Source: an optimization exercise on an open RTL-to-GDS flow (aim: a short achievable clock period and few clock cycles). Production flows keep margins and buffers that such runs may drop. Only simulation tests tie the RTL to the original design; equivalence was not proved. Power and IR drop assume default switching activity.

**flow/flow/run.sh**
```bash
#!/bin/bash
# The standard layout, with slow many-input cells (nor3/nor4/or3/or4 and
# the 311/41/2111 and-or gates) added to the platform's don't-use list, for
# synthesis and for timing repair alike.
set -euo pipefail
DU="$(cat flow/dontuse.txt)"
bash standard.sh "DONT_USE_CELLS=$DU" finish > standard.log 2>&1
```
**flow/config.mk**
```make
export PLATFORM = sky130hd
export DESIGN_NAME = y86_pipeline
export DESIGN_NICKNAME = y86_pipeline
export VERILOG_FILES = /design/flow/design.v
export SDC_FILE = /design/flow/constraint.sdc
export NUM_CORES = 8
export LEC_CHECK = 0
export CAP_MARGIN = 20
export CORE_MARGIN = 2
export CORE_UTILIZATION = 40
export PLACE_DENSITY = 0.6
export SETUP_SLACK_MARGIN = 5
export SLEW_MARGIN = 20
export TNS_END_PERCENT = 0
```
**flow/constraint.sdc**
```tcl
create_clock -name core_clock -period 9.0 [get_ports {clock}]
set_input_delay 1.8000 -clock core_clock [delete_from_list [all_inputs] [get_ports {clock}]]
set_output_delay 1.8000 -clock core_clock [all_outputs]
set_load 0.01 [all_outputs]
```
**flow/design.v**
```verilog
package y86_pkg;
    typedef logic [63:0] word_t;
    typedef logic [3:0]  reg_id_t;
    typedef enum logic [2:0] {
        s_bub = 3'h0,
        s_aok = 3'h1,
        s_hlt = 3'h2,
        s_adr = 3'h3,
        s_ins = 3'h4
    } stat_t;
    typedef struct packed {
        reg_id_t dst_e;
        word_t   val_e;
        reg_id_t dst_m;
        word_t   val_m;
    } reg_write_t;
endpackage
module y86_lo (
    input  logic [31:0] d1,      
    input  logic [31:0] d1_n,    
    input  logic [31:0] d2,      
    input  logic [31:0] d2_n,
    input  logic [31:0] a,       
    input  logic [31:0] aa,
    input  logic [31:0] b,
    input  logic [2:0]  sa,      
    input  logic [4:0]  saa,     
    input  logic [2:0]  sb,      
    input  logic        cin,     
    input  logic [3:0]  sr,      
    output logic [31:0] la,
    output logic [31:0] lb,
    output logic [31:0] lo,      
    output logic        c32,     
    output logic        zlo,     
    output logic        adr_lo,  
    output logic [63:0] sel      
);
    logic [31:0] laa;
    logic [33:0] sumc;
    logic [31:0] zero_ok;
    assign la  = ({32{sa[0]}} & d1) | ({32{sa[1]}} & d2) | ({32{sa[2]}} & a);
    assign laa = ({32{saa[0]}} & d1) | ({32{saa[1]}} & d1_n) |
                 ({32{saa[2]}} & d2) | ({32{saa[3]}} & d2_n) | ({32{saa[4]}} & aa);
    assign lb  = ({32{sb[0]}} & d1) | ({32{sb[1]}} & d2) | ({32{sb[2]}} & b);
    assign sumc = {1'b0, lb, 1'b1} + {1'b0, laa, cin};
    assign c32  = sumc[33];
    assign lo = ({32{sr[0]}} & sumc[32:1]) | ({32{sr[1]}} & (lb & la)) |
                ({32{sr[2]}} & (lb ^ la))  | ({32{sr[3]}} & la);
    assign zero_ok[0] = (lb[0] ^ laa[0]) == cin;
    for (genvar i = 1; i < 32; i++) begin : g_z
        assign zero_ok[i] = (lb[i] ^ laa[i]) == (lb[i-1] | laa[i-1]);
    end
    assign zlo = (sr[1] && (lb & la) == 32'h0) || (sr[2] && lb == la) ||
                 (sr[0] && (&zero_ok));
    logic [8:0]  lo_c;
    logic [31:9] hi_ok;
    always_comb begin
        lo_c[0] = la[0] & lb[0];
        for (int i = 1; i < 9; i++)
            lo_c[i] = (la[i] & lb[i]) | ((la[i] | lb[i]) & lo_c[i-1]);
    end
    assign hi_ok[9] = (la[9] ^ lb[9]) == lo_c[8];
    for (genvar i = 10; i < 32; i++) begin : g_ah
        assign hi_ok[i] = (la[i] ^ lb[i]) == (la[i-1] | lb[i-1]);
    end
    assign adr_lo = !(&hi_ok);
    logic c3;
    assign c3 = (la[2] & lb[2]) | ((la[2] | lb[2]) &
                ((la[1] & lb[1]) | ((la[1] | lb[1]) & (la[0] & lb[0]))));
    always_comb begin
        for (int k = 0; k < 64; k++) begin
            logic [5:0] kk;
            logic       m;
            kk = 6'(k);
            m  = ((la[3] ^ lb[3] ^ kk[0]) == c3);
            for (int j = 1; j < 6; j++) begin
                m = m & ((la[3+j] ^ lb[3+j] ^ kk[j]) ==
                         ((la[2+j] & lb[2+j]) | ((la[2+j] | lb[2+j]) & !kk[j-1])));
            end
            sel[k] = m;
        end
    end
endmodule
module y86_pipeline (
    input  logic                clock,
    input  logic                reset,
    output y86_pkg::word_t      imem_addr,
    input  logic [79:0]         imem_bytes,
    output y86_pkg::reg_write_t reg_write,
    output y86_pkg::stat_t      stat
);
    localparam logic [3:0] RNONE = 4'hf;
    logic [63:0] pc;             
    logic [63:0] rf [15];        
    logic [3:0]  w_dst;          
    logic [63:0] dmem [64];      
    logic        cc_zf;          
    logic        cc_lt;
    logic        l_valid;
    logic        l_op, l_sub, l_and, l_xor;
    logic        l_rr;           
    logic        l_rrc;          
    logic        l_ir, l_mr, l_rm;
    logic        l_jl;           
    logic        l_jh;           
    logic        l_pred;         
    logic [63:0] l_alt;          
    logic        l_halt, l_bad;
    logic [3:0]  l_ifun;
    logic [3:0]  l_dst;          
    logic [63:0] l_a;            
    logic [63:0] l_aa;           
    logic [63:0] l_b;            
    logic [63:0] l_sd;           
    logic        l_a1, l_a2;     
    logic        l_b1, l_b2;
    logic        l_s1, l_s2;     
    logic [2:0]  l_sa;           
    logic [4:0]  l_saa;
    logic [2:0]  l_sb;
    logic [3:0]  l_sr;
    logic [31:0] l_last;         
    logic [31:0] l_last_n;       
    logic [31:0] l_last_b;       
    logic [31:0] l_last_bn;
    logic        h_valid;
    logic        h_op, h_sub, h_and, h_xor;
    logic        h_rr, h_rrc;
    logic        h_ir, h_mr, h_rm;
    logic        h_jh;
    logic        h_pred;
    logic [63:0] h_alt;
    logic [3:0]  h_ifun;
    logic [3:0]  h_dst;
    logic [31:0] h_lo;           
    logic [31:0] h_lo_b;         
    logic        h_c32;          
    logic        h_zlo;          
    logic        h_adr_lo;       
    logic [63:0] h_sel;          
    logic [63:0] h_wsel;         
    logic [31:0] h_a, h_aa, h_b; 
    logic [63:0] h_sd;
    logic [2:0]  h_sa;           
    logic [4:0]  h_saa;
    logic [2:0]  h_sb;
    logic [2:0]  h_ss;
    logic [3:0]  h_sr;
    logic [63:0] h_res;          
    logic [63:0] h_res2;         
    logic [63:0] h_res_n;        
    logic [63:0] h_res2_n;
    logic        hp_kz, hp_kl;   
    logic        hp_zf, hp_lt;
    logic [3:0]  o_dst_e;
    logic [63:0] o_val_e;
    logic [3:0]  o_dst_m;
    logic [63:0] o_val_m;
    logic [2:0]  o_stat;
    assign imem_addr       = pc;
    assign reg_write.dst_e = o_dst_e;
    assign reg_write.val_e = o_val_e;
    assign reg_write.dst_m = o_dst_m;
    assign reg_write.val_m = o_val_m;
    assign stat            = y86_pkg::stat_t'(o_stat);
    function automatic logic cond(input logic [3:0] fn, input logic zf, input logic lt);
        case (fn)
            4'd0:    cond = 1'b1;
            4'd1:    cond = lt | zf;
            4'd2:    cond = lt;
            4'd3:    cond = zf;
            4'd4:    cond = !zf;
            4'd5:    cond = !lt;
            4'd6:    cond = !lt && !zf;
            default: cond = 1'b0;
        endcase
    endfunction
    function automatic logic cond_known(input logic [3:0] fn, input logic kz,
                                        input logic kl, input logic zf);
        case (fn)
            4'd1, 4'd6: cond_known = (kz && kl) || (kz && zf);
            4'd2, 4'd5: cond_known = kl;
            4'd3, 4'd4: cond_known = kz;
            default:    cond_known = 1'b1;
        endcase
    endfunction
    logic        h_cnd;          
    logic [31:0] ha, haa, hb;
    logic [33:0] h_sumc;
    logic [31:0] h_hi;
    logic [31:0] h_lo_v;
    logic [63:0] h_full;
    logic [31:0] h_zero_ok;
    logic        h_zf, h_lt;
    logic        h_adr;
    logic [63:0] h_ld;
    logic [63:0] h_wval;
    logic [63:0] h_sdv;
    logic        h_mis;          
    assign h_cnd = !h_rrc || cond(h_ifun, cc_zf, cc_lt);
    assign ha  = ({32{h_sa[0]}} & h_res[63:32]) | ({32{h_sa[1]}} & h_res2[63:32]) |
                 ({32{h_sa[2]}} & h_a);
    assign haa = ({32{h_saa[0]}} & h_res[63:32])  | ({32{h_saa[1]}} & h_res_n[63:32]) |
                 ({32{h_saa[2]}} & h_res2[63:32]) | ({32{h_saa[3]}} & h_res2_n[63:32]) |
                 ({32{h_saa[4]}} & h_aa);
    assign hb  = ({32{h_sb[0]}} & h_res[63:32]) | ({32{h_sb[1]}} & h_res2[63:32]) |
                 ({32{h_sb[2]}} & h_b);
    assign h_sumc = {1'b0, hb, 1'b1} + {1'b0, haa, h_c32};
    assign h_hi = ({32{h_sr[0]}} & h_sumc[32:1]) | ({32{h_sr[1]}} & (hb & ha)) |
                  ({32{h_sr[2]}} & (hb ^ ha))    |
                  ({32{h_sr[3] && h_cnd}} & ha)  | ({32{h_sr[3] && !h_cnd}} & hb);
    assign h_lo_v = h_cnd ? h_lo : h_lo_b;
    assign h_full = {h_hi, h_lo_v};
    assign h_zero_ok[0] = (hb[0] ^ haa[0]) == h_c32;
    for (genvar i = 1; i < 32; i++) begin : g_hz
        assign h_zero_ok[i] = (hb[i] ^ haa[i]) == (hb[i-1] | haa[i-1]);
    end
    always_comb begin
        if (h_and) begin
            h_zf = h_zlo && (hb & ha) == 32'h0;
            h_lt = hb[31] & ha[31];
        end else if (h_xor) begin
            h_zf = h_zlo && hb == ha;
            h_lt = hb[31] ^ ha[31];
        end else begin
            h_zf = h_zlo && (&h_zero_ok);
            h_lt = hb[31] ^ haa[31] ^ h_sumc[33];
        end
    end
    assign h_adr = (h_mr || h_rm) && (h_adr_lo || !(&h_zero_ok));
    always_comb begin
        h_ld = 64'h0;
        for (int k = 0; k < 64; k++) begin
            if (h_sel[k]) h_ld = h_ld | dmem[k];
        end
    end
    assign h_wval = h_mr ? h_ld : h_full;
    assign h_sdv  = ({64{h_ss[0]}} & h_res) | ({64{h_ss[1]}} & h_res2) | ({64{h_ss[2]}} & h_sd);
    assign h_mis = h_valid && h_jh && (cond(h_ifun, cc_zf, cc_lt) != h_pred);
    logic        l_1b;           
    logic [31:0] lb;
    logic [31:0] l_lo;
    logic        l_c32;
    logic        l_zlo;
    logic        l_adr_lo;
    logic [63:0] l_sel;
    logic        l_mis;          
    assign l_1b = !h_cnd;
    logic [31:0] la_v [2], lb_v [2], lo_v [2];
    logic [1:0]  c32_v, zlo_v, adr_lo_v;
    logic [63:0] sel_v [2];
    for (genvar v = 0; v < 2; v++) begin : g_lo
        y86_lo u_lo (
            .d1     (v ? l_last_b : l_last),
            .d1_n   (v ? l_last_bn : l_last_n),
            .d2     (h_res[31:0]),
            .d2_n   (h_res_n[31:0]),
            .a      (l_a[31:0]),
            .aa     (l_aa[31:0]),
            .b      (l_b[31:0]),
            .sa     (l_sa),
            .saa    (l_saa),
            .sb     (l_sb),
            .cin    (l_sub),
            .sr     (l_sr),
            .la     (la_v[v]),
            .lb     (lb_v[v]),
            .lo     (lo_v[v]),
            .c32    (c32_v[v]),
            .zlo    (zlo_v[v]),
            .adr_lo (adr_lo_v[v]),
            .sel    (sel_v[v])
        );
    end
    assign lb       = lb_v[l_1b];
    assign l_lo     = lo_v[l_1b];
    assign l_c32    = c32_v[l_1b];
    assign l_zlo    = zlo_v[l_1b];
    assign l_adr_lo = adr_lo_v[l_1b];
    assign l_sel    = sel_v[l_1b];
    assign l_mis = l_valid && l_jl && (cond(l_ifun, cc_zf, cc_lt) != l_pred) && !h_mis;
    logic [63:0] p_ok;
    logic        p_zf, p_lt, p_kz, p_kl;
    assign p_ok[0] = (l_b[0] ^ l_aa[0]) == l_sub;
    for (genvar i = 1; i < 64; i++) begin : g_pz
        assign p_ok[i] = (l_b[i] ^ l_aa[i]) == (l_b[i-1] | l_aa[i-1]);
    end
    always_comb begin
        if (l_and)      p_zf = (l_b & l_a) == 64'h0;
        else if (l_xor) p_zf = l_b == l_a;
        else            p_zf = &p_ok;
    end
    assign p_kz = !(l_a1 || l_a2 || l_b1 || l_b2);
    assign p_kl = p_kz && (l_and || l_xor || (l_sub && p_zf));
    assign p_lt = l_and ? (l_b[63] & l_a[63]) : l_xor ? (l_b[63] ^ l_a[63]) : 1'b0;
    logic [3:0]  f_icode;
    logic [3:0]  f_ifun;
    logic [3:0]  f_ra;
    logic [3:0]  f_rb;
    logic        f_halt, f_rr, f_rrc, f_ir, f_rm, f_mr, f_op, f_j, f_bad, f_sub;
    logic        f_and, f_xor;
    logic        f_usea;         
    logic        f_useb;         
    logic        f_opa_r;        
    logic [63:0] f_valc;
    logic [63:0] f_rfa_r;
    logic [63:0] f_rfb_r;
    logic [63:0] f_rfa;
    logic [63:0] f_rfb;
    logic [63:0] f_opa;
    logic [63:0] f_opb;
    logic        f_a1, f_a2, f_b1, f_b2;
    logic        f_sa1, f_sa2, f_sb1, f_sb2;
    logic        f_stall;        
    logic        f_go;           
    assign f_icode = imem_bytes[7:4];
    assign f_ifun  = imem_bytes[3:0];
    assign f_ra    = imem_bytes[15:12];
    assign f_rb    = imem_bytes[11:8];
    assign f_valc  = imem_bytes[79:16];
    assign f_halt = f_icode == 4'h0;
    assign f_rr   = f_icode == 4'h2;
    assign f_rrc  = f_rr && f_ifun != 4'h0;
    assign f_ir   = f_icode == 4'h3;
    assign f_rm   = f_icode == 4'h4;
    assign f_mr   = f_icode == 4'h5;
    assign f_op   = f_icode == 4'h6;
    assign f_j    = f_icode == 4'h7;
    assign f_bad  = f_icode[3];
    assign f_sub  = f_op && f_ifun == 4'h1;
    assign f_and  = f_op && f_ifun == 4'h2;
    assign f_xor  = f_op && f_ifun == 4'h3;
    assign f_opa_r = f_rr || f_op;
    assign f_usea  = f_rr || f_op || f_rm;
    assign f_useb  = f_op || f_rm || f_mr || f_rrc;
    assign f_a1 = f_ra != RNONE && f_ra == l_dst;
    assign f_a2 = f_ra != RNONE && f_ra == h_dst && !f_a1;
    assign f_b1 = f_rb != RNONE && f_rb == l_dst;
    assign f_b2 = f_rb != RNONE && f_rb == h_dst && !f_b1;
    assign f_sa1 = f_opa_r && f_a1;
    assign f_sa2 = f_opa_r && f_a2;
    assign f_sb1 = f_useb && f_b1;
    assign f_sb2 = f_useb && f_b2;
    assign f_stall = l_mr && ((f_usea && f_a1) || (f_useb && f_b1));
    assign f_go    = !f_stall && !l_mis && !h_mis;
    always_comb begin
        f_rfa_r = 64'h0;
        f_rfb_r = 64'h0;
        for (int i = 0; i < 15; i++) begin
            if (f_ra == 4'(i)) f_rfa_r = f_rfa_r | rf[i];
            if (f_rb == 4'(i)) f_rfb_r = f_rfb_r | rf[i];
        end
    end
    assign f_rfa = (f_ra != RNONE && f_ra == w_dst) ? h_res : f_rfa_r;
    assign f_rfb = (f_rb != RNONE && f_rb == w_dst) ? h_res : f_rfb_r;
    assign f_opa = f_opa_r ? f_rfa : f_valc;
    assign f_opb = f_useb ? f_rfb : 64'h0;
    logic f_kz, f_kl, f_zf, f_lt;
    always_comb begin
        if (l_op) begin
            f_kz = p_kz;  f_kl = p_kl;  f_zf = p_zf;  f_lt = p_lt;
        end else if (h_op) begin
            f_kz = hp_kz; f_kl = hp_kl; f_zf = hp_zf; f_lt = hp_lt;
        end else begin
            f_kz = 1'b1;  f_kl = 1'b1;  f_zf = cc_zf; f_lt = cc_lt;
        end
    end
    logic f_taken;
    logic f_pred;                
    assign f_taken = f_j && cond(f_ifun, f_kz && f_zf, f_kl && f_lt);
    assign f_pred  = f_j && !cond_known(f_ifun, f_kz, f_kl, f_zf);
    logic [63:0] f_seq;
    logic [63:0] f_dest;
    always_comb begin
        if (f_rr || f_op)              f_seq = pc + 64'd2;
        else if (f_ir || f_rm || f_mr) f_seq = pc + 64'd10;
        else if (f_j)                  f_seq = pc + 64'd9;
        else                           f_seq = pc + 64'd1;
    end
    assign f_dest = imem_bytes[71:8];
    always_ff @(posedge clock) begin
        if (reset)          pc <= 64'h0;
        else if (h_mis)     pc <= h_alt;
        else if (l_mis)     pc <= l_alt;
        else if (!f_stall)  pc <= f_taken ? f_dest : f_seq;
    end
    always_ff @(posedge clock) begin
        if (reset || !f_go) begin
            l_valid <= 1'b0;
            l_op    <= 1'b0;
            l_sub   <= 1'b0;
            l_and   <= 1'b0;
            l_xor   <= 1'b0;
            l_rr    <= 1'b0;
            l_rrc   <= 1'b0;
            l_ir    <= 1'b0;
            l_mr    <= 1'b0;
            l_rm    <= 1'b0;
            l_jl    <= 1'b0;
            l_jh    <= 1'b0;
            l_halt  <= 1'b0;
            l_bad   <= 1'b0;
            l_dst   <= RNONE;
            l_a1    <= 1'b0;
            l_a2    <= 1'b0;
            l_b1    <= 1'b0;
            l_b2    <= 1'b0;
            l_s1    <= 1'b0;
            l_s2    <= 1'b0;
        end else begin
            l_valid <= 1'b1;
            l_op    <= f_op;
            l_sub   <= f_sub;
            l_and   <= f_and;
            l_xor   <= f_xor;
            l_rr    <= f_rr;
            l_rrc   <= f_rrc;
            l_ir    <= f_ir;
            l_mr    <= f_mr;
            l_rm    <= f_rm;
            l_jl    <= f_pred && !l_op;
            l_jh    <= f_pred && l_op;
            l_halt  <= f_halt;
            l_bad   <= f_bad;
            l_dst   <= (f_rr || f_ir || f_op) ? f_rb : (f_mr ? f_ra : RNONE);
            l_a1    <= f_sa1;
            l_a2    <= f_sa2;
            l_b1    <= f_sb1;
            l_b2    <= f_sb2;
            l_s1    <= f_rm && f_a1;
            l_s2    <= f_rm && f_a2;
        end
    end
    always_ff @(posedge clock) begin
        l_sa      <= {!(f_sa1 || f_sa2), f_sa2, f_sa1};
        l_saa     <= {!(f_sa1 || f_sa2), f_sa2 && f_sub, f_sa2 && !f_sub,
                      f_sa1 && f_sub, f_sa1 && !f_sub};
        l_sb      <= {!(f_sb1 || f_sb2), f_sb2, f_sb1};
        l_sr      <= {f_rr, f_xor, f_and, !(f_rr || f_and || f_xor)};
        l_ifun    <= f_ifun;
        l_pred    <= f_taken;
        l_alt     <= f_taken ? f_seq : f_dest;
        l_a       <= f_opa;
        l_aa      <= f_sub ? ~f_opa : f_opa;
        l_b       <= f_opb;
        l_sd      <= f_rfa;
        l_last    <= l_lo;
        l_last_n  <= ~l_lo;
        l_last_b  <= lb;
        l_last_bn <= ~lb;
    end
    always_ff @(posedge clock) begin
        if (reset || !l_valid || h_mis) begin
            h_valid <= 1'b0;
            h_op    <= 1'b0;
            h_sub   <= 1'b0;
            h_and   <= 1'b0;
            h_xor   <= 1'b0;
            h_rr    <= 1'b0;
            h_rrc   <= 1'b0;
            h_ir    <= 1'b0;
            h_mr    <= 1'b0;
            h_rm    <= 1'b0;
            h_jh    <= 1'b0;
            h_dst   <= RNONE;
        end else begin
            h_valid <= 1'b1;
            h_op    <= l_op;
            h_sub   <= l_sub;
            h_and   <= l_and;
            h_xor   <= l_xor;
            h_rr    <= l_rr;
            h_rrc   <= l_rrc;
            h_ir    <= l_ir;
            h_mr    <= l_mr;
            h_rm    <= l_rm;
            h_jh    <= l_jh;
            h_dst   <= l_dst;
        end
    end
    always_ff @(posedge clock) begin
        h_sa     <= {!(l_a1 || l_a2), l_a2, l_a1};
        h_saa    <= {!(l_a1 || l_a2), l_a2 && l_sub, l_a2 && !l_sub,
                     l_a1 && l_sub, l_a1 && !l_sub};
        h_sb     <= {!(l_b1 || l_b2), l_b2, l_b1};
        h_ss     <= {!(l_s1 || l_s2), l_s2, l_s1};
        h_sr     <= l_sr;
        h_ifun   <= l_ifun;
        h_pred   <= l_pred;
        h_alt    <= l_alt;
        h_lo     <= l_lo;
        h_lo_b   <= lb;
        h_c32    <= l_c32;
        h_zlo    <= l_zlo;
        h_adr_lo <= l_adr_lo;
        h_sel    <= l_sel;
        h_wsel   <= (l_valid && l_rm && !h_mis && !reset) ? l_sel : 64'h0;
        h_a      <= l_a[63:32];
        h_aa     <= l_aa[63:32];
        h_b      <= l_b[63:32];
        h_sd     <= l_sd;
        h_res    <= h_wval;
        h_res2   <= h_res;
        h_res_n  <= ~h_wval;
        h_res2_n <= h_res_n;
        hp_kz    <= p_kz;
        hp_kl    <= p_kl;
        hp_zf    <= p_zf;
        hp_lt    <= p_lt;
    end
    always_ff @(posedge clock) begin
        if (reset) begin
            cc_zf <= 1'b1;
            cc_lt <= 1'b0;
        end else if (h_op) begin
            cc_zf <= h_zf;
            cc_lt <= h_lt;
        end
    end
    always_ff @(posedge clock) begin
        if (reset) begin
            w_dst <= RNONE;
            for (int i = 0; i < 15; i++) rf[i] <= 64'h0;
        end else begin
            w_dst <= h_dst;
            if (w_dst != RNONE) rf[w_dst] <= h_res;
        end
    end
    always_ff @(posedge clock) begin
        for (int k = 0; k < 64; k++) begin
            if (h_wsel[k]) dmem[k] <= h_sdv;
        end
    end
    always_ff @(posedge clock) begin
        if (reset) begin
            o_stat  <= 3'd1;
            o_dst_e <= RNONE;
            o_dst_m <= RNONE;
        end else if (o_stat != 3'd1) begin
            o_dst_e <= RNONE;
            o_dst_m <= RNONE;
        end else begin
            o_dst_e <= (h_ir || h_op || (h_rr && h_cnd)) ? h_dst : RNONE;
            o_dst_m <= (h_mr && !h_adr) ? h_dst : RNONE;
            if (h_adr)                 o_stat <= 3'd3;
            else if (l_bad && !h_mis)  o_stat <= 3'd4;
            else if (l_halt && !h_mis) o_stat <= 3'd2;
        end
    end
    always_ff @(posedge clock) begin
        o_val_e <= h_full;
        o_val_m <= h_ld;
    end
endmodule
```
**flow/flow/dontuse.txt**
```
sky130_fd_sc_hd__probe_p_8 sky130_fd_sc_hd__probec_p_8 sky130_fd_sc_hd__lpflow_bleeder_1 sky130_fd_sc_hd__lpflow_clkbufkapwr_1 sky130_fd_sc_hd__lpflow_clkbufkapwr_16 sky130_fd_sc_hd__lpflow_clkbufkapwr_2 sky130_fd_sc_hd__lpflow_clkbufkapwr_4 sky130_fd_sc_hd__lpflow_clkbufkapwr_8 sky130_fd_sc_hd__lpflow_clkinvkapwr_1 sky130_fd_sc_hd__lpflow_clkinvkapwr_16 sky130_fd_sc_hd__lpflow_clkinvkapwr_2 sky130_fd_sc_hd__lpflow_clkinvkapwr_4 sky130_fd_sc_hd__lpflow_clkinvkapwr_8 sky130_fd_sc_hd__lpflow_decapkapwr_12 sky130_fd_sc_hd__lpflow_decapkapwr_3 sky130_fd_sc_hd__lpflow_decapkapwr_4 sky130_fd_sc_hd__lpflow_decapkapwr_6 sky130_fd_sc_hd__lpflow_decapkapwr_8 sky130_fd_sc_hd__lpflow_inputiso0n_1 sky130_fd_sc_hd__lpflow_inputiso0p_1 sky130_fd_sc_hd__lpflow_inputiso1n_1 sky130_fd_sc_hd__lpflow_inputiso1p_1 sky130_fd_sc_hd__lpflow_inputisolatch_1 sky130_fd_sc_hd__lpflow_isobufsrc_1 sky130_fd_sc_hd__lpflow_isobufsrc_16 sky130_fd_sc_hd__lpflow_isobufsrc_2 sky130_fd_sc_hd__lpflow_isobufsrc_4 sky130_fd_sc_hd__lpflow_isobufsrc_8 sky130_fd_sc_hd__lpflow_isobufsrckapwr_16 sky130_fd_sc_hd__lpflow_lsbuf_lh_hl_isowell_tap_1 sky130_fd_sc_hd__lpflow_lsbuf_lh_hl_isowell_tap_2 sky130_fd_sc_hd__lpflow_lsbuf_lh_hl_isowell_tap_4 sky130_fd_sc_hd__lpflow_lsbuf_lh_isowell_4 sky130_fd_sc_hd__lpflow_lsbuf_lh_isowell_tap_1 sky130_fd_sc_hd__lpflow_lsbuf_lh_isowell_tap_2 sky130_fd_sc_hd__lpflow_lsbuf_lh_isowell_tap_4 sky130_fd_sc_hd__fill_1 sky130_fd_sc_hd__fill_2 sky130_fd_sc_hd__fill_4 sky130_fd_sc_hd__fill_8  sky130_fd_sc_hd__a2111o_1 sky130_fd_sc_hd__a2111o_2 sky130_fd_sc_hd__a2111o_4 sky130_fd_sc_hd__a2111oi_0 sky130_fd_sc_hd__a2111oi_1 sky130_fd_sc_hd__a2111oi_2 sky130_fd_sc_hd__a2111oi_4 sky130_fd_sc_hd__a311o_1 sky130_fd_sc_hd__a311o_2 sky130_fd_sc_hd__a311o_4 sky130_fd_sc_hd__a311oi_1 sky130_fd_sc_hd__a311oi_2 sky130_fd_sc_hd__a311oi_4 sky130_fd_sc_hd__a41o_1 sky130_fd_sc_hd__a41o_2 sky130_fd_sc_hd__a41o_4 sky130_fd_sc_hd__a41oi_1 sky130_fd_sc_hd__a41oi_2 sky130_fd_sc_hd__a41oi_4 sky130_fd_sc_hd__nor3_1 sky130_fd_sc_hd__nor3_2 sky130_fd_sc_hd__nor3_4 sky130_fd_sc_hd__nor3b_1 sky130_fd_sc_hd__nor3b_2 sky130_fd_sc_hd__nor3b_4 sky130_fd_sc_hd__nor4_1 sky130_fd_sc_hd__nor4_2 sky130_fd_sc_hd__nor4_4 sky130_fd_sc_hd__nor4b_1 sky130_fd_sc_hd__nor4b_2 sky130_fd_sc_hd__nor4b_4 sky130_fd_sc_hd__nor4bb_1 sky130_fd_sc_hd__nor4bb_2 sky130_fd_sc_hd__nor4bb_4 sky130_fd_sc_hd__o2111a_1 sky130_fd_sc_hd__o2111a_2 sky130_fd_sc_hd__o2111a_4 sky130_fd_sc_hd__o2111ai_1 sky130_fd_sc_hd__o2111ai_2 sky130_fd_sc_hd__o2111ai_4 sky130_fd_sc_hd__o311a_1 sky130_fd_sc_hd__o311a_2 sky130_fd_sc_hd__o311a_4 sky130_fd_sc_hd__o311ai_0 sky130_fd_sc_hd__o311ai_1 sky130_fd_sc_hd__o311ai_2 sky130_fd_sc_hd__o311ai_4 sky130_fd_sc_hd__o41a_1 sky130_fd_sc_hd__o41a_2 sky130_fd_sc_hd__o41a_4 sky130_fd_sc_hd__o41ai_1 sky130_fd_sc_hd__o41ai_2 sky130_fd_sc_hd__o41ai_4 sky130_fd_sc_hd__or3_1 sky130_fd_sc_hd__or3_2 sky130_fd_sc_hd__or3_4 sky130_fd_sc_hd__or3b_1 sky130_fd_sc_hd__or3b_2 sky130_fd_sc_hd__or3b_4 sky130_fd_sc_hd__or4_1 sky130_fd_sc_hd__or4_2 sky130_fd_sc_hd__or4_4 sky130_fd_sc_hd__or4b_1 sky130_fd_sc_hd__or4b_2 sky130_fd_sc_hd__or4b_4 sky130_fd_sc_hd__or4bb_1 sky130_fd_sc_hd__or4bb_2 sky130_fd_sc_hd__or4bb_4 
```
**flow/standard.sh**
```bash
#!/bin/bash
# synth_recipe.tcl (not shown) runs the flow's synth.tcl, then flattens the netlist and writes it again
# the make line also repeats each setting of config.mk as NAME=value (left out here)
make -C /OpenROAD-flow-scripts/flow DESIGN_CONFIG=/design/flow/config.mk WORK_HOME=/design/flow/orfs CLKGATE_MAP_FILE= SYNTH_SCRIPT=/design/flow/synth_recipe.tcl "${@:-finish}"
```
==> impl_metrics.env, run 1 <==
export IMPL_outcome="complete, no violations"
export IMPL_synth_top_area_share_pct=60.0
export IMPL_yosysWarningCount=8
export IMPL_crit_path_start="o_val_m[56]$_DFF_P_"
export IMPL_clock_sinks=6375
export IMPL_routed_via_density=6.85
export IMPL_syn_area_per_cell_sq_um=14.0
export IMPL_grt_pass1_wl_mm=1570
export IMPL_grt_ovfl_total=0
export IMPL_yosysSeqAreaShare_pct=70.5
export IMPL_hold_viol=0
export IMPL_gp_congestion=1.02
export IMPL_critical_path_class="flop to primary output"
export IMPL_clk_latency_ns=1.21
export IMPL_dr_pass1_iters=13
export IMPL_htreeDepth=6
export IMPL_ant_nets=0
export IMPL_r2r_cells=15
export IMPL_max_slew_margin_rel_pct=7.63
export IMPL_slowest_delay_ns=1.13
export IMPL_endpoint="reg_write[56]"
export IMPL_post_place_ws_ns=3.02
export IMPL_cp_slowest_cell="clkdlybuf4s50_1"
export IMPL_fin_nets=19000
export IMPL_leakagePower_nw=101
export IMPL_grt_max_degree=129
export IMPL_synth_edf_count=5056
export IMPL_crit_buf_inv=1
export IMPL_num_rows=292
export IMPL_grt_pass1_vias=171000
export IMPL_fin_skew_ns=0.131
export IMPL_min_period_ns=4.38
export IMPL_setup_violations_final=0
export IMPL_drv_slew=0
export IMPL_crit_cells=1
export IMPL_clock_path_buffers=4
export IMPL_core_region_area_sq_um=631000
export IMPL_worstPathArrival_ns=2.58
export IMPL_final_common_cell="edfxtp_1"
export IMPL_tritoncts="yes"
export IMPL_grt_use_met2_pct=52.9
export IMPL_setup_ws_ns=4.62
export IMPL_post_route_period_util_pct=48.6
export IMPL_reg2reg_slack_ns=4.72
export IMPL_cts_buffers=656
export IMPL_cp_cell_sequence="clkdlybuf4s50_1"
export IMPL_worst_pin_slew_ns=1.38
export IMPL_holdBufCountCts=0
export IMPL_timing_rr_end="pc[7]$_SDFFE_PP0P_"
export IMPL_cts_clk_slew_worst_paths_ns=0.06
export IMPL_ys_types=79
export IMPL_io_pins=285
export IMPL_layout_common_cells="edfxtp_1, a22oi_1, dfxtp_1, and2_1, nor2_1"
export IMPL_syn_inst=18100
export IMPL_timing_max_cap_violations=0
export IMPL_die_y_microns=799
export IMPL_netlist_area_sq_um=253000
export IMPL_crit_path_max_fanout=1
export IMPL_drive_gt1_share_pct=11.1
export IMPL_wl_per_cell_microns=44.0
export IMPL_grt_use_met3_pct=13.5
export IMPL_hpwlAfterDp_mm=702
export IMPL_initial_utilization_pct=40.1
export IMPL_timing_rr_start="l_b[10]$_SDFF_PN0_"
export IMPL_synth_flop_cell="edfxtp_1"
export IMPL_via_count=188000
export IMPL_busiest_layer="met2"
export IMPL_hp_start="l_sd[23]$_DFF_P_"
export IMPL_area_growth_pct=14.8
export IMPL_powerDensity_nw_per_um2=248
export IMPL_syn_nets=18700
export IMPL_use_met1_pct=45.1
export IMPL_fin_hold_ws_ns=0.328
export IMPL_synth_seq_cells=6375
export IMPL_fmax_mhz=228
export IMPL_die_area_sq_um=639000
export IMPL_wl_mm=1210
export IMPL_antenna_found_initial=120
export IMPL_synth_area_leader_cell="edfxtp_1"
export IMPL_port_buffers=284
export IMPL_drc_errors=0
export IMPL_drt_iter0_drc=40100
export IMPL_crit_required_ns=7.20
export IMPL_rsz0062_at_grt="true"
export IMPL_critical_path_top_delay_family="buffers and inverters"
export IMPL_fin_tns_setup_ns=0
export IMPL_ir_worst_vdd_v=0.000252
export IMPL_end_kind="primary output"
export IMPL_min_path_type="flop to flop"
export IMPL_cts_root_buffer="clkbuf_16"
export IMPL_grt_util_all_layers_pct=36.4
export IMPL_synth_area_leaders="edfxtp_1, dfxtp_1, a22oi_1"
export IMPL_async_reset_ff_share_pct=0
export IMPL_startpoint_type="flop"
export IMPL_die_w_microns=799
[power by group]
group	switching [W]	total [W]	internal, W
logic	0.00781	0.0102	0.00234
clock network	0.0121	0.0272	0.0152
registers	0.00135	0.0347	0.0333
total	0.0212	0.0721	0.0508
[area by class of cell]
cell class / instances / area (sq um)
antenna: 110 / 275
clock buffer: 912 / 18100
clock inverter: 301 / 2900
fill: 55200 / 341000
inverter: 712 / 2680
multi-input combinational: 9790 / 68700
sequential: 6375 / 179000
tap: 8379 / 10500
timing repair buffer: 912 / 8270
[worst min path at each step]
stage	end	slack (ns)	depth (start not counted)
floorplan	h_sd[0]$_DFF_P_	0.31	0
global placement	h_sd[59]$_DFF_P_	0.31	0
detailed placement	h_sd[14]$_DFF_P_	0.31	0
CTS	h_sd[23]$_DFF_P_	0.33	0
global route	h_sd[23]$_DFF_P_	0.33	0
finish	h_sd[23]$_DFF_P_	0.33	0
[flip-flops by register name (all words and copies together), names as in the netlist, 64 cells and up]
signal and flops:
h_res_n 64, h_sel 64, h_alt 64, h_res2 64, l_b 64, h_res 64
l_a 64, o_val_e 64, pc 64, h_wsel 64, l_sd 64, o_val_m 64
l_aa 64, dmem 4096, l_alt 64, rf 960, h_sd 64
[through the flow]
step	total power, W	std cells	area [sq um]	utilization (%)
finish	0.0721	27500	290000	46.0
detailed placement	0.0445	26100	267000	42.4
CTS	0.0711	27300	289000	45.8
global route	0.0731	27400	290000	46.0
floorplan	0.0382	18100	253000	-
global placement	0.0444	26100	267000	42.3
[cells in the mapped netlist, types with 49 or more instances]
cell / instances
a221o_1: 83
mux2_2: 102
and4_1: 96
o22ai_1: 80
nor2_1: 1007
a21oi_1: 378
buf_2: 58
a221oi_1: 52
buf_1: 214
and3_1: 65
ha_1: 483
xnor2_1: 179
a222oi_1: 262
o21ai_0: 277
edfxtp_1: 5056
mux2i_1: 66
a21o_1: 109
a211oi_1: 51
and2_1: 1056
a31oi_1: 54
nand3_1: 218
a22o_1: 63
clkbuf_1: 950
dfxtp_1: 1319
inv_1: 710
o211ai_1: 49
xor2_1: 257
nand4_1: 789
a22oi_1: 2954
nand2_1: 652
[cell families after synthesis]
group | Yosys count | share of synthesized area (%)
DFF | 6375 | 70.5
AOI/OAI and AO/OA | 4662 | 13.6
and+or+nand+nor | 4020 | 8.32
buffers and inverters | 1950 | 2.95
adders and majority gates | 488 | 2.43
xor gates and xnor gates | 436 | 1.51
muxes | 169 | 0.720
[routing by layer]
metal	vias up	part of all wire, %	wire [microns]
met2	18400	42	503000
met5	-	0.076	914
met4	46	8.8	107000
met3	4652	16	194000
met1	94300	33	405000
li1	71100	-	-
[repair_timing]
| action | CTS | global route |
|---|---|---|
| resized for setup | 141 | 136 |
| gates cloned | 12 | 4 |
| pin swaps | 26 | 42 |
| endpoints found under the setup margin | 852 | 877 |
| buffers inserted | 23 | 45 |
Testbench counts, summed over its fixed seeds: cycles 41,812.
==> inputs of run 2 (changes only) <==
--- a/flow/config.mk
+++ b/flow/config.mk
@@ -6,9 +6,9 @@
 export NUM_CORES = 8
 export LEC_CHECK = 0
-export CAP_MARGIN = 20
+export CAP_MARGIN = 50
 export CORE_MARGIN = 2
 export CORE_UTILIZATION = 40
 export PLACE_DENSITY = 0.6
 export SETUP_SLACK_MARGIN = 5
-export SLEW_MARGIN = 20
+export SLEW_MARGIN = 50
 export TNS_END_PERCENT = 0
==> run 2 against run 1 <==
Effect of this change:
- worst hold slack lost 0.011 ns
- combinational power about the same
- flip-flop and latch count stayed put
- maximum frequency rose by 1.5%
- die area unchanged
- clock skew is 0.027 ns lower
- count of clock-buffer cells in the layout is 29 lower
- core utilization rose by 0.54 points
- worst setup slack better by 0.065 ns
- synthesized cell count unchanged
- critical path type unchanged
- largest cell class unchanged
==> impl_metrics.env, run 2 <==
export IMPL_synth_area_leader_cell="edfxtp_1"
export IMPL_min_path_type="flop to flop"
export IMPL_holdBufCountCts=0
export IMPL_clock_sinks=6375
export IMPL_worstPathArrival_ns=2.51
export IMPL_min_period_ns=4.31
export IMPL_hp_start="l_sd[14]$_DFF_P_"
export IMPL_fin_tns_setup_ns=0
export IMPL_syn_area_per_cell_sq_um=14.0
export IMPL_final_common_cell="edfxtp_1"
export IMPL_yosysSeqAreaShare_pct=70.5
export IMPL_htreeDepth=6
export IMPL_layout_common_cells="edfxtp_1, a22oi_1, dfxtp_1, and2_1, nor2_1"
export IMPL_syn_inst=18100
export IMPL_timing_max_cap_violations=0
export IMPL_clk_latency_ns=1.19
export IMPL_via_count=189000
export IMPL_hpwlAfterDp_mm=719
export IMPL_synth_area_leaders="edfxtp_1, dfxtp_1, a22oi_1"
export IMPL_fin_skew_ns=0.103
export IMPL_powerDensity_nw_per_um2=248
export IMPL_syn_nets=18700
export IMPL_ys_types=79
export IMPL_drc_errors=0
export IMPL_leakagePower_nw=102
export IMPL_instances_no_fill=27600
export IMPL_drive_gt1_share_pct=12.4
export IMPL_grt_pass1_vias=171000
export IMPL_dr_pass1_iters=13
export IMPL_end_kind="primary output"
export IMPL_max_slew_margin_rel_pct=36.5
export IMPL_synth_edf_count=5056
export IMPL_crit_path_start="o_val_e[63]$_DFF_P_"
export IMPL_die_y_microns=799
export IMPL_synth_top_area_share_pct=60.0
export IMPL_wl_per_cell_microns=43.7
export IMPL_final_cell_area_sq_um=294000
export IMPL_wl_mm=1210
export IMPL_port_buffers=284
export IMPL_fillCellCount=54700
export IMPL_critical_path_class="flop to primary output"
export IMPL_critical_path_top_delay_family="flip-flops"
export IMPL_die_area_sq_um=639000
export IMPL_drt_iter0_drc=40400
export IMPL_ir_worst_vdd_v=0.000266
export IMPL_antenna_found_initial=136
export IMPL_largest_reg_flops=4096
export IMPL_fmax_mhz=232
export IMPL_rsz0062_at_grt="true"
export IMPL_setup_violations_final=0
export IMPL_grt_util_all_layers_pct=36.3
export IMPL_synth_most_common_cell="edfxtp_1"
export IMPL_async_reset_ff_share_pct=0
export IMPL_synth_flop_cell="edfxtp_1"
export IMPL_yosysWarningCount=8
export IMPL_crit_required_ns=7.20
export IMPL_cp_cell_sequence="clkdlybuf4s50_1"
export IMPL_die_w_microns=799
export IMPL_grt_pass1_wl_mm=1570
export IMPL_dpl_cell_area_sq_um=270000
export IMPL_hold_viol=0
export IMPL_dp_cells=26200
export IMPL_ant_nets=0
export IMPL_io_pins=285
export IMPL_yosys_top_cells_count="edfxtp_1, a22oi_1, dfxtp_1, and2_1, nor2_1"
export IMPL_cts_clk_slew_worst_paths_ns=0.06
export IMPL_cts_root_buffer="clkbuf_16"
export IMPL_multiInputGateArea_sq_um=68900
export IMPL_clock_path_buffers=4
export IMPL_startpoint_type="flop"
export IMPL_post_route_period_util_pct=47.9
export IMPL_fin_nets=19100
export IMPL_cts_buffers=661
export IMPL_reg_top3="dmem x4096, rf x960"
export IMPL_crit_path_max_fanout=1
export IMPL_gp_congestion=1.02
export IMPL_outcome="complete, no violations"
export IMPL_cp_slowest_cell="dfxtp_1"
export IMPL_largest_register="dmem"
export IMPL_initial_utilization_pct=40.1
export IMPL_crit_buf_inv=1
export IMPL_grt_max_degree=92
export IMPL_area_growth_pct=16.1
export IMPL_core_region_area_sq_um=631000
export IMPL_grt_ovfl_total=0
export IMPL_slowest_delay_ns=0.75
export IMPL_timing_rr_start="l_aa[55]$_DFF_P_"
export IMPL_tritoncts="yes"
export IMPL_seq_area_sq_um=179000
export IMPL_netlist_area_sq_um=253000
export IMPL_routed_via_density=6.85
export IMPL_drv_slew=0
export IMPL_synth_seq_cells=6375
export IMPL_worst_pin_slew_ns=0.953
export IMPL_num_rows=292
run 2: worst paths after layout:
| check | endpoint | slack (ns) | depth (start not counted) |
|---|---|---|---|
| worst max-delay path | reg_write[131] | 4.69 | 1 |
| worst min register to register | h_sd[14]$_DFF_P_ | 0.32 | 0 |
| worst max register to register | pc[49]$_SDFFE_PP0P_ | 4.76 | 16 |
| worst min-delay path | h_sd[14]$_DFF_P_ | 0.32 | 0 |
run 2: per-layer routing:
metal	wire length [microns]	up-vias	global-route usage, %
met5	1050	-	0.315
met4	105000	62	24.6
met3	196000	4671	13.5
met2	502000	18800	52.8
met1	403000	94200	45.2
li1	-	71200	-
run 2: cells by family after synthesis:
group / share of synthesized area, %
mux: 0.720
xor+xnor: 1.51
flops: 70.5
compound gates: 13.6
buf+inv: 2.95
fa+ha+maj: 2.43
simple gates: 8.32
run 2: final cells by class:
| type | count | area share [%] |
|---|---|---|
| Antenna cell | 128 | 0.109 |
| Timing Repair Buffer | 1007 | 3.62 |
| Sequential cell | 6375 | 60.9 |
| Multi-Input combinational cell | 9777 | 23.5 |
| Tap cell | 8379 | 3.57 |
| Clock inverter | 334 | 1.28 |
| Clock buffer | 883 | 6.15 |
| Inverter | 712 | 0.912 |
run 2: repair_timing:
item | in CTS | in global routing
buffers inserted | 23 | 19
gates cloned | 2 | 1
hold endpoints to repair | 0 | 0
endpoints found under the setup margin | 541 | 468
pin swaps | 20 | 38
gates resized for setup | 135 | 149
run 2: through the flow:
stage | total power [W] | hold WS [ns] | setup WS [ns] | util, %
after floorplan | 0.0382 | 0.310 | 4.11 | -
after global placement | 0.0444 | 0.312 | 3.10 | 42.3
after detailed placement | 0.0446 | 0.312 | 3.18 | 42.7
after CTS | 0.0719 | 0.315 | 4.75 | 46.3
after global routing | 0.0739 | 0.331 | 4.70 | 46.5
final | 0.0729 | 0.317 | 4.69 | 46.5
run 2: report_power, final:
part           internal, W  total [W]  switching, W
sequential          0.0333     0.0346       0.00131
combinational      0.00244     0.0103       0.00790
clock               0.0156     0.0279        0.0123
total               0.0514     0.0729        0.0215
==> inputs of run 3 (changes only) <==
==> flow/flow/run.sh (replaced) <==
#!/bin/bash
# The standard layout, with slow many-input cells (nor3/nor4/or3/or4 and
# the 311/41/2111 and-or gates) added to the platform's don't-use list, for
# synthesis and for timing repair alike, and more rounds of antenna repair
# after detailed routing.
set -euo pipefail
DU="$(cat flow/dontuse.txt)"
bash standard.sh "DONT_USE_CELLS=$DU" "MAX_REPAIR_ANTENNAS_ITER_DRT=12" finish > standard.log 2>&1
--- a/flow/config.mk
+++ b/flow/config.mk
@@ -6,9 +6,9 @@
 export NUM_CORES = 8
 export LEC_CHECK = 0
-export CAP_MARGIN = 50
+export CAP_MARGIN = 20
 export CORE_MARGIN = 2
 export CORE_UTILIZATION = 40
 export PLACE_DENSITY = 0.6
 export SETUP_SLACK_MARGIN = 5
-export SLEW_MARGIN = 50
-export TNS_END_PERCENT = 0
+export SLEW_MARGIN = 20
+export TNS_END_PERCENT = 100
==> run 3 against run 2 <==
Effect of this change:
- core utilization fell by 0.21 points
- count of clock-buffer cells in the layout rose by 16
- power fell by 0.70%
- first-iteration DRC count fell by 5.2%
- worst setup slack improved by 0.14 ns
- critical path depth rose by 6
- sequential share of layout area rose by 0.30 points
- non-clock buffer count fell by 24
- synthesized area did not move
- synthesized cell count did not move
- worst hold slack got worse by 0.0095 ns
- largest cell class unchanged
- largest power group unchanged
- highest routed layer unchanged
==> impl_metrics.env, run 3 <==
export IMPL_worstPathArrival_ns=5.18
export IMPL_fmax_mhz=240
export IMPL_cts_buffers=665
export IMPL_die_w_microns=799
export IMPL_internal_power_w=0.0511
export IMPL_grt_pass1_wl_mm=1560
export IMPL_layout_common_cells="edfxtp_1, a22oi_1, dfxtp_1, and2_1, nor2_1"
export IMPL_die_y_microns=799
export IMPL_synth_compound_area_share_pct=13.6
export IMPL_yosysSeqAreaShare_pct=70.5
export IMPL_grt_max_degree=129
export IMPL_wl_per_cell_microns=43.5
export IMPL_grt_ovfl_total=0
export IMPL_worst_pin_slew_ns=1.33
export IMPL_largest_register="dmem"
export IMPL_synth_top_area_share_pct=60.0
export IMPL_fillCellCount=55000
export IMPL_die_area_sq_um=639000
export IMPL_cts_clk_slew_worst_paths_ns=0.06
export IMPL_clock_sinks=6375
export IMPL_synth_area_leader_cell="edfxtp_1"
export IMPL_htreeDepth=6
export IMPL_area_growth_pct=15.6
export IMPL_via_count=187000
export IMPL_critical_path_class="flop to flop"
export IMPL_drive_gt1_share_pct=12.6
export IMPL_grt_util_all_layers_pct=36.1
export IMPL_drt_iter0_drc=38300
export IMPL_clock_path_buffers=4
export IMPL_largest_reg_flops=4096
export IMPL_gp_congestion=0.986
export IMPL_num_rows=292
export IMPL_synth_top_family_by_area="compound AO/OA/AOI/OAI gates"
export IMPL_fin_nets=19100
export IMPL_tritoncts="yes"
export IMPL_combPwrFrac_pct=14.2
export IMPL_grt_pass1_vias=171000
export IMPL_netlist_area_sq_um=253000
export IMPL_crit_required_ns=10.00
export IMPL_cts_root_buffer="clkbuf_16"
export IMPL_post_route_period_util_pct=46.3
export IMPL_timing_max_cap_violations=0
export IMPL_fin_hold_ws_ns=0.308
export IMPL_rsz0062_at_grt="true"
export IMPL_ant_nets=0
export IMPL_synth_most_common_cell="edfxtp_1"
export IMPL_ir_worst_vdd_v=0.000278
export IMPL_startpoint_type="flop"
export IMPL_syn_nets=18700
export IMPL_final_common_cell="edfxtp_1"
export IMPL_initial_utilization_pct=40.1
export IMPL_pwr_share_seq_pct=47.8
export IMPL_clk_latency_ns=1.21
export IMPL_reg_top3="dmem x4096, rf x960"
export IMPL_synth_area_leaders="edfxtp_1, dfxtp_1, a22oi_1"
export IMPL_drv_slew=0
export IMPL_pwr_share_clk_pct=38.0
export IMPL_antenna_found_initial=106
export IMPL_holdBufCountCts=0
export IMPL_muxShareOfSynthArea_pct=0.720
export IMPL_syn_inst=18100
export IMPL_outcome="complete, no violations"
export IMPL_max_slew_margin_rel_pct=11.6
export IMPL_min_path_type="flop to flop"
export IMPL_min_period_ns=4.17
export IMPL_synth_flop_cell="edfxtp_1"
export IMPL_powerDensity_nw_per_um2=248
export IMPL_wl_mm=1200
export IMPL_yosys_top_cells_count="edfxtp_1, a22oi_1, dfxtp_1, and2_1, nor2_1"
export IMPL_switching_share_pct=29.5
export IMPL_fin_skew_ns=0.113
export IMPL_switching_power_w=0.0213
export IMPL_crit_path_max_fanout=26
export IMPL_core_region_area_sq_um=631000
export IMPL_hpwlAfterDp_mm=700
export IMPL_synthXorXnorAreaFrac_pct=1.51
export IMPL_synth_seq_cells=6375
export IMPL_drc_errors=0
export IMPL_leakagePower_nw=102
export IMPL_syn_area_per_cell_sq_um=14.0
export IMPL_fin_tns_setup_ns=0
export IMPL_port_buffers=284
export IMPL_end_kind="flop"
export IMPL_dr_pass1_iters=12
export IMPL_routed_via_density=6.80
export IMPL_synth_edf_count=5056
export IMPL_yosys_area_share_adder_pct=2.43
export IMPL_setup_violations_final=0
export IMPL_synth_simple_area_share_pct=8.32
export IMPL_hold_viol=0
export IMPL_yosysWarningCount=8
export IMPL_ys_types=79
export IMPL_async_reset_ff_share_pct=0
export IMPL_io_pins=285
-- run 3: stage by stage --
step / utilization, % / power [W] / setup slack (ns) / cells / instance area, sq um
3_5_place_dp: 42.4 / 0.0445 / 3.13 / 26100 / 267000
6_report: 46.3 / 0.0724 / 4.83 / 27500 / 292000
3_3_place_gp: 42.4 / 0.0445 / 2.70 / 26100 / 267000
4_1_cts: 46.1 / 0.0715 / 4.86 / 27400 / 291000
2_1_floorplan: - / 0.0382 / 4.11 / 18100 / 253000
5_1_grt: 46.3 / 0.0735 / 4.85 / 27500 / 292000
-- run 3: final cells by class --
class                      instances  area (sq um)  share of cell area [%]
inverter                         712          2680                   0.916
multi-input combinational       9785         69600                    23.8
clock buffer                     899         18300                    6.27
tap                             8379         10500                    3.59
timing repair buffer             983          9030                    3.09
antenna                           86           215                  0.0736
sequential                      6375        179000                    61.2
clock inverter                   316          3100                    1.06
-- run 3: logic make-up after synthesis --
kind of cell / count (synthesis)
DFF: 6375
buffers and inverters: 1950
AOI/OAI and AO/OA: 4662
and+or+nand+nor: 4020
muxes: 169
adders and majority gates: 488
xor gates and xnor gates: 436
-- run 3: worst paths after layout --
path / slack (ns) / cells after the start / endpoint / start
setup reg to reg: 4.83 / 7 / h_res_n[60]$_DFF_P_ / h_sel[55]$_DFF_P_
setup / recovery: 4.83 / 7 / h_res_n[60]$_DFF_P_ / h_sel[55]$_DFF_P_
hold / removal: 0.31 / 0 / h_sd[24]$_DFF_P_ / l_sd[24]$_DFF_P_
hold reg to reg: 0.31 / 0 / h_sd[24]$_DFF_P_ / l_sd[24]$_DFF_P_
-- run 3: power by group through the flow --
stage / logic [W] / clock network [W] / registers, W
finish: 0.0103 / 0.0275 / 0.0346
global route: 0.0103 / 0.0286 / 0.0346
CTS: 0.00957 / 0.0274 / 0.0345
detailed placement: 0.00940 / 0 / 0.0351
global placement: 0.00936 / 0 / 0.0351
floorplan: 0.00377 / 0 / 0.0344
-- run 3: critical path, cell delays in order (launching register included) --
cell and delay, ns:
dfxtp_4 0.66, buf_4 0.76, buf_4 0.87, a22oi_1 0.16, nand4_1 0.27, nor2_1 0.11, and4_1 0.56, mux2_2 0.46
-- run 3: what timing repair did --
item | in CTS | in global routing
pin swaps | 68 | 82
cloned | 12 | 2
endpoints found under the hold margin | 0 | 0
buffers inserted | 69 | 60
endpoints found under the setup margin | 768 | 269
resized for setup | 454 | 164
-- run 3: layer usage --
layer | wire length [microns] | global-route usage, % | part of all wire [%] | vias up
li1 | - | - | - | 71100
met1 | 403000 | 44.8 | 34 | 93700
met2 | 501000 | 52.5 | 42 | 18100
met3 | 190000 | 13.3 | 16 | 4361
met4 | 105000 | 24.8 | 8.7 | 68
met5 | 813 | 0 | 0.068 | -
==> inputs of run 4 (changes only) <==
--- a/flow/design.v
+++ b/flow/design.v
@@ -106,7 +106,11 @@
     logic        l_jh;           
     logic        l_pred;         
+    logic [63:0] l_seq;          
+    logic [63:0] l_dest;
     logic [63:0] l_alt;          
     logic        l_halt, l_bad;
     logic [3:0]  l_ifun;
+    logic [3:0]  l_cj;           
+    logic [3:0]  l_cc;           
     logic [3:0]  l_dst;          
     logic [63:0] l_a;            
@@ -131,6 +135,10 @@
     logic        h_jh;
     logic        h_pred;
+    logic [63:0] h_seq;
+    logic [63:0] h_dest;
     logic [63:0] h_alt;
     logic [3:0]  h_ifun;
+    logic [3:0]  h_cj;
+    logic [3:0]  h_cc;
     logic [3:0]  h_dst;
     logic [31:0] h_lo;           
@@ -177,4 +185,7 @@
         endcase
     endfunction
+    function automatic logic [3:0] cmask(input logic [3:0] fn);
+        for (int i = 0; i < 4; i++) cmask[i] = cond(fn, i[1], i[0]);
+    endfunction
     function automatic logic cond_known(input logic [3:0] fn, input logic kz,
                                         input logic kl, input logic zf);
@@ -199,5 +210,5 @@
     logic [63:0] h_sdv;
     logic        h_mis;          
-    assign h_cnd = !h_rrc || cond(h_ifun, cc_zf, cc_lt);
+    assign h_cnd = h_cc[{cc_zf, cc_lt}];
     assign ha  = ({32{h_sa[0]}} & h_res[63:32]) | ({32{h_sa[1]}} & h_res2[63:32]) |
                  ({32{h_sa[2]}} & h_a);
@@ -238,5 +249,5 @@
     assign h_wval = h_mr ? h_ld : h_full;
     assign h_sdv  = ({64{h_ss[0]}} & h_res) | ({64{h_ss[1]}} & h_res2) | ({64{h_ss[2]}} & h_sd);
-    assign h_mis = h_valid && h_jh && (cond(h_ifun, cc_zf, cc_lt) != h_pred);
+    assign h_mis = h_valid && h_jh && h_cj[{cc_zf, cc_lt}];
     logic        l_1b;           
     logic [31:0] lb;
@@ -280,5 +291,7 @@
     assign l_adr_lo = adr_lo_v[l_1b];
     assign l_sel    = sel_v[l_1b];
-    assign l_mis = l_valid && l_jl && (cond(l_ifun, cc_zf, cc_lt) != l_pred) && !h_mis;
+    assign l_alt = l_pred ? l_seq : l_dest;
+    assign h_alt = h_pred ? h_seq : h_dest;
+    assign l_mis = l_valid && l_jl && l_cj[{cc_zf, cc_lt}] && !h_mis;
     logic [63:0] p_ok;
     logic        p_zf, p_lt, p_kz, p_kl;
@@ -440,6 +453,9 @@
         l_sr      <= {f_rr, f_xor, f_and, !(f_rr || f_and || f_xor)};
         l_ifun    <= f_ifun;
+        l_cj      <= cmask(f_ifun) ^ {4{f_taken}};
+        l_cc      <= f_rrc ? cmask(f_ifun) : 4'hf;
         l_pred    <= f_taken;
-        l_alt     <= f_taken ? f_seq : f_dest;
+        l_seq     <= f_seq;
+        l_dest    <= f_dest;
         l_a       <= f_opa;
         l_aa      <= f_sub ? ~f_opa : f_opa;
@@ -488,6 +504,9 @@
         h_sr     <= l_sr;
         h_ifun   <= l_ifun;
+        h_cj     <= l_cj;
+        h_cc     <= l_cc;
         h_pred   <= l_pred;
-        h_alt    <= l_alt;
+        h_seq    <= l_seq;
+        h_dest   <= l_dest;
         h_lo     <= l_lo;
         h_lo_b   <= lb;
==> run 4 against run 3 <==
Effect of this change:
- clock power hardly changed
- register-to-register slack worse by 0.11 ns
- cell count is 1.8% higher
- synthesized cell count is 1.3% higher
- clock skew is 0.037 ns higher
- non-clock buffer count is 19 higher
- first-iteration DRC count is 5.0% higher
- power is 1.1% higher
- critical path type unchanged
- largest power group unchanged
- highest routed layer unchanged
==> impl_metrics.env, run 4 <==
export IMPL_holdBufCountCts=0
export IMPL_drive_gt1_share_pct=11.6
export IMPL_antenna_found_initial=120
export IMPL_cts_clk_slew_worst_paths_ns=0.06
export IMPL_synth_most_common_cell="edfxtp_1"
export IMPL_drt_iter0_drc=40200
export IMPL_area_growth_pct=15.2
export IMPL_dr_pass1_iters=12
export IMPL_max_slew_margin_rel_pct=8.57
export IMPL_grt_max_degree=129
export IMPL_io_pins=285
export IMPL_min_to="h_sd[62]$_DFF_P_"
export IMPL_cp_cell_sequence="buf_4 -> buf_4 -> a22oi_1 -> nand4_1 -> nor2_1 -> and4_1 -> nand2_1 -> o21ai_0"
export IMPL_synth_area_leader_cell="edfxtp_1"
export IMPL_num_rows=294
export IMPL_port_buffers=284
export IMPL_clk_latency_ns=1.22
export IMPL_reg2reg_slack_ns=4.72
export IMPL_synth_area_leaders="edfxtp_1, dfxtp_1, a22oi_1"
export IMPL_total_power_w=0.0731
export IMPL_clock_path_buffers=4
export IMPL_yosys_top_cells_count="edfxtp_1, a22oi_1, dfxtp_1, and2_1, clkbuf_1"
export IMPL_hpwlAfterDp_mm=747
export IMPL_die_area_sq_um=649000
export IMPL_largest_reg_flops=4096
export IMPL_ys_types=93
export IMPL_end_kind="flop"
export IMPL_fin_nets=19300
export IMPL_reg_top3="dmem x4096, rf x960"
export IMPL_fillCellCount=56400
export IMPL_crit_required_ns=10.00
export IMPL_wl_per_cell_microns=44.9
export IMPL_fin_util_pct=46.2
export IMPL_core_region_area_sq_um=641000
export IMPL_die_w_microns=806
export IMPL_post_route_period_util_pct=47.6
export IMPL_layout_common_cells="edfxtp_1, a22oi_1, dfxtp_1, and2_1, nor2_1"
export IMPL_grt_pass1_wl_mm=1630
export IMPL_timing_rr_start="h_sel[52]$_DFF_P_"
export IMPL_netlist_area_sq_um=257000
export IMPL_ir_worst_vdd_v=0.000215
export IMPL_synth_seq_cells=6509
export IMPL_timing_max_cap_violations=0
export IMPL_largest_register="dmem"
export IMPL_via_count=192000
export IMPL_synth_edf_count=5056
export IMPL_worst_pin_slew_ns=1.37
export IMPL_critical_path_top_delay_family="simple AND/OR/NAND/NOR gates"
export IMPL_powerDensity_nw_per_um2=247
export IMPL_synth_flop_cell="edfxtp_1"
export IMPL_worstPathArrival_ns=5.28
export IMPL_yosysWarningCount=8
export IMPL_synth_top_area_share_pct=59.1
export IMPL_rsz0062_at_grt="true"
export IMPL_ant_nets=0
export IMPL_holdPathStages=0
export IMPL_initial_utilization_pct=40.1
export IMPL_async_reset_ff_share_pct=0
export IMPL_outcome="complete, no violations"
export IMPL_grt_util_all_layers_pct=37.3
export IMPL_routed_via_density=6.85
export IMPL_cts_root_buffer="clkbuf_16"
export IMPL_slowest_delay_ns=0.81
export IMPL_grt_pass1_vias=174000
export IMPL_syn_area_per_cell_sq_um=14.0
export IMPL_cpMostUsedCell="buf_4"
export IMPL_fin_skew_ns=0.150
export IMPL_startpoint_type="flop"
export IMPL_htreeDepth=6
export IMPL_final_common_cell="edfxtp_1"
export IMPL_gp_congestion=0.993
export IMPL_r2r_cells=8
export IMPL_hold_viol=0
export IMPL_leakagePower_nw=102
export IMPL_min_period_ns=4.28
export IMPL_min_path_type="flop to flop"
export IMPL_die_y_microns=806
export IMPL_crit_path_max_fanout=20
export IMPL_dpl_cell_area_sq_um=272000
export IMPL_drc_errors=0
export IMPL_timing_rr_end="h_res_n[31]$_DFF_P_"
export IMPL_wl_mm=1260
export IMPL_drv_slew=0
export IMPL_fmax_mhz=234
export IMPL_fin_tns_setup_ns=0
export IMPL_cts_buffers=672
export IMPL_crit_buf_inv=2
export IMPL_yosysSeqAreaShare_pct=70.4
export IMPL_critical_path_class="flop to flop"
export IMPL_syn_nets=18900
export IMPL_fin_hold_ws_ns=0.297
export IMPL_tritoncts="yes"
export IMPL_cp_slowest_cell="dfxtp_4"
export IMPL_hp_start="l_sd[62]$_DFF_P_"
export IMPL_syn_inst=18300
export IMPL_final_cell_area_sq_um=296000
export IMPL_clock_sinks=6509
export IMPL_setup_violations_final=0
export IMPL_grt_ovfl_total=0
[run 4: metrics by stage]
step,instances,setup slack (ns)
final,28000,4.72
after CTS,27900,4.99
after global routing,27900,4.98
after global placement,26600,2.96
after detailed placement,26600,2.93
after floorplan,18300,4.02
[run 4: routing by layer]
metal | track usage (%) | vias up | part of all wire, %
met4 | 27.7 | 60 | 9.5
met3 | 12.7 | 4704 | 15
met1 | 46.5 | 96400 | 34
met5 | 0.446 | - | 0.049
met2 | 53.9 | 18900 | 41
li1 | - | 72000 | -
[run 4: layout make-up]
cell class	instances	area [sq um]	area share (%)
multi-input combinational	9894	70200	23.7
sequential	6509	182000	61.3
inverter	683	2570	0.870
clock buffer	879	18100	6.12
antenna	109	273	0.0921
timing repair buffer	1002	9230	3.12
clock inverter	357	3410	1.15
tap	8584	10700	3.63
[run 4: worst register-to-register path, stage by stage (launching register included)]
cell and delay (ns):
dfxtp_4 0.81, buf_4 0.67, buf_4 0.69, a22oi_1 0.25, nand4_1 0.15, nor2_1 0.06, and4_1 0.56, nand2_1 0.65
o21ai_0 0.23
[run 4: report_power, final]
part / internal (W) / leakage, nW / switching (W) / total, W
logic: 0.00241 / 32.6 / 0.00785 / 0.0103
clock network: 0.0151 / 10.4 / 0.0126 / 0.0277
registers: 0.0339 / 59.3 / 0.00132 / 0.0352
[run 4: how the worst max path moves through the flow]
stage	start	to	depth (start not counted)
floorplan	reset	rf[11][0]$_SDFFCE_PN0P_	4
detailed placement	imem_bytes[15]	l_aa[0]$_DFF_P_	10
global route	l_sb[0]$_DFF_P_	h_adr_lo$_DFF_P_	17
global placement	imem_bytes[15]	l_aa[0]$_DFF_P_	10
CTS	reset	rf[6][53]$_SDFFCE_PN0P_	6
finish	h_sel[52]$_DFF_P_	h_res_n[31]$_DFF_P_	8
[run 4: logic make-up after synthesis]
kind of cell,share of synthesized area (%)
buf+inv,2.90
fa+ha+maj,2.39
simple gates,8.44
mux,1.02
xor+xnor,1.55
compound gates,13.3
flops,70.4
[run 4: what timing repair did]
item	CTS	global route
gates cloned	10	3
setup endpoints to repair	567	359
pin swaps	33	44
buffers inserted	44	45
gates resized for setup	249	147
Testbench counts of run 4, summed over its fixed seeds: cycles 41,812.
==> inputs of run 5 (changes only) <==
--- a/flow/config.mk
+++ b/flow/config.mk
@@ -6,9 +6,9 @@
 export NUM_CORES = 8
 export LEC_CHECK = 0
-export CAP_MARGIN = 20
+export CAP_MARGIN = 50
 export CORE_MARGIN = 2
 export CORE_UTILIZATION = 40
 export PLACE_DENSITY = 0.6
 export SETUP_SLACK_MARGIN = 5
-export SLEW_MARGIN = 20
+export SLEW_MARGIN = 50
 export TNS_END_PERCENT = 100
==> run 5 against run 4 <==
Effect of this change:
- critical path type is now primary input to flop
- die area is the same
- power up 0.59%
- clock power barely moved
- still clean on timing, DRC and antenna
- synthesized area unchanged
- global-route usage fell by 0.063 points
- largest power group unchanged
==> impl_metrics.env, run 5 <==
export IMPL_outcome="complete, no violations"
export IMPL_timing_max_cap_violations=0
export IMPL_grt_util_all_layers_pct=37.3
export IMPL_powerDensity_nw_per_um2=246
export IMPL_drt_iter0_drc=41200
export IMPL_pwr_share_clk_pct=38.0
export IMPL_synth_most_common_cell="edfxtp_1"
export IMPL_fin_nets=19400
export IMPL_final_common_cell="edfxtp_1"
export IMPL_dp_cells=26700
export IMPL_async_reset_ff_share_pct=0
export IMPL_grt_pass1_vias=174000
export IMPL_crit_buf_inv=5
export IMPL_synth_area_leaders="edfxtp_1, dfxtp_1, a22oi_1"
export IMPL_fin_tns_setup_ns=0
export IMPL_holdPathStages=0
export IMPL_slowest_delay_ns=0.41
export IMPL_ant_nets=0
export IMPL_yosysWarningCount=8
export IMPL_tritoncts="yes"
export IMPL_largest_reg_flops=4096
export IMPL_netlist_area_sq_um=257000
export IMPL_via_count=192000
export IMPL_total_power_w=0.0736
export IMPL_area_growth_pct=16.3
export IMPL_clock_path_buffers=4
export IMPL_hpwlAfterDp_mm=768
export IMPL_synth_top_area_share_pct=59.1
export IMPL_worst_pin_slew_ns=0.875
export IMPL_end_kind="flop"
export IMPL_die_y_microns=806
export IMPL_drv_slew=0
export IMPL_yosysSeqAreaShare_pct=70.4
export IMPL_min_path_type="flop to flop"
export IMPL_die_w_microns=806
export IMPL_syn_nets=18900
export IMPL_initial_utilization_pct=40.1
export IMPL_synth_area_leader_cell="edfxtp_1"
export IMPL_ys_types=93
export IMPL_synth_seq_cells=6509
export IMPL_grt_max_degree=105
export IMPL_synth_flop_cell="edfxtp_1"
export IMPL_num_rows=294
export IMPL_switching_power_w=0.0217
export IMPL_syn_area_per_cell_sq_um=14.0
export IMPL_switching_share_pct=29.5
export IMPL_critical_path_class="primary input to flop"
export IMPL_yosys_top_cells_count="edfxtp_1, a22oi_1, dfxtp_1, and2_1, clkbuf_1"
export IMPL_io_pins=285
export IMPL_gp_congestion=0.993
export IMPL_pwr_share_seq_pct=47.8
export IMPL_grt_ovfl_total=0
export IMPL_crit_required_ns=9.98
export IMPL_critical_path_top_delay_family="buffers and inverters"
export IMPL_port_buffers=284
export IMPL_fin_skew_ns=0.140
export IMPL_drive_gt1_share_pct=12.4
export IMPL_leakagePower_nw=104
export IMPL_dr_pass1_iters=14
export IMPL_fin_util_pct=46.7
export IMPL_r2r_cells=12
export IMPL_combPwrFrac_pct=14.2
export IMPL_grt_pass1_wl_mm=1630
export IMPL_crit_cells=13
export IMPL_instances_no_fill=28100
export IMPL_synth_edf_count=5056
export IMPL_crit_path_max_fanout=22
export IMPL_reg2reg_slack_ns=4.92
export IMPL_largest_register="dmem"
export IMPL_clk_latency_ns=1.23
export IMPL_htreeDepth=6
## run 5: repair_timing
| item | CTS | global route |
|---|---|---|
| endpoints found under the setup margin | 342 | 163 |
| pin swaps | 29 | 30 |
| buffers inserted | 45 | 22 |
| resized for setup | 226 | 139 |
| gates cloned | 5 | 3 |
## run 5: logic make-up after synthesis
family,synth area share (%)
adder cells (fa/ha/maj),2.39
AO/OA/AOI/OAI,13.3
AND/OR/NAND/NOR,8.44
XOR/XNOR,1.55
multiplexers,1.02
buffers and inverters,2.90
flip-flops,70.4
## run 5: worst paths after layout
| check | startpoint | endpoint |
|---|---|---|
| worst max-delay path | imem_bytes[14] | l_aa[50]$_DFF_P_ |
| worst min-delay path | l_dest[5]$_DFF_P_ | h_dest[5]$_DFF_P_ |
| worst max register to register | l_aa[62]$_DFF_P_ | pc[1]$_SDFFE_PP0P_ |
| worst min register to register | l_dest[5]$_DFF_P_ | h_dest[5]$_DFF_P_ |
## run 5: metal layers
layer  up-vias  wire (microns)  track usage (%)
li1      72200               -                -
met1     96200          422000             46.4
met2     19000          521000             54.1
met3      4660          192000             12.5
met4        80          121000             27.6
met5         -             592           0.0146
## run 5: power groups by stage
stage,registers [W],logic (W),clock network (W)
final,0.0352,0.0105,0.0280
after global routing,0.0351,0.0105,0.0291
after CTS,0.0351,0.00980,0.0279
after detailed placement,0.0357,0.00973,0
after global placement,0.0358,0.00947,0
after floorplan,0.0351,0.00378,0
## run 5: stage by stage
stage,setup slack (ns),cell area (sq um),hold WS (ns)
global placement,2.96,272000,0.311
detailed placement,3.34,275000,0.312
CTS,5.00,298000,0.297
floorplan,4.02,257000,0.310
global route,4.93,299000,0.317
finish,4.92,299000,0.304
## run 5: final cells by class
cell class                 instances  area, sq um
fill                           56100       342000
sequential                      6509       182000
multi-input combinational       9888        70100
clock buffer                     893        18300
timing repair buffer            1108        11900
tap                             8584        10700
clock inverter                   338         3370
inverter                         683         2570
antenna                          108          270

Re-timed with assumed drivers on the ports (clkbuf_16 on the clock, buf_2 on other inputs), run 5 has 4.875 ns of setup slack against 4.921 ns with ideal ports, and 3.719 ns once port delays also move by the mid clock arrival of 1.310 ns.
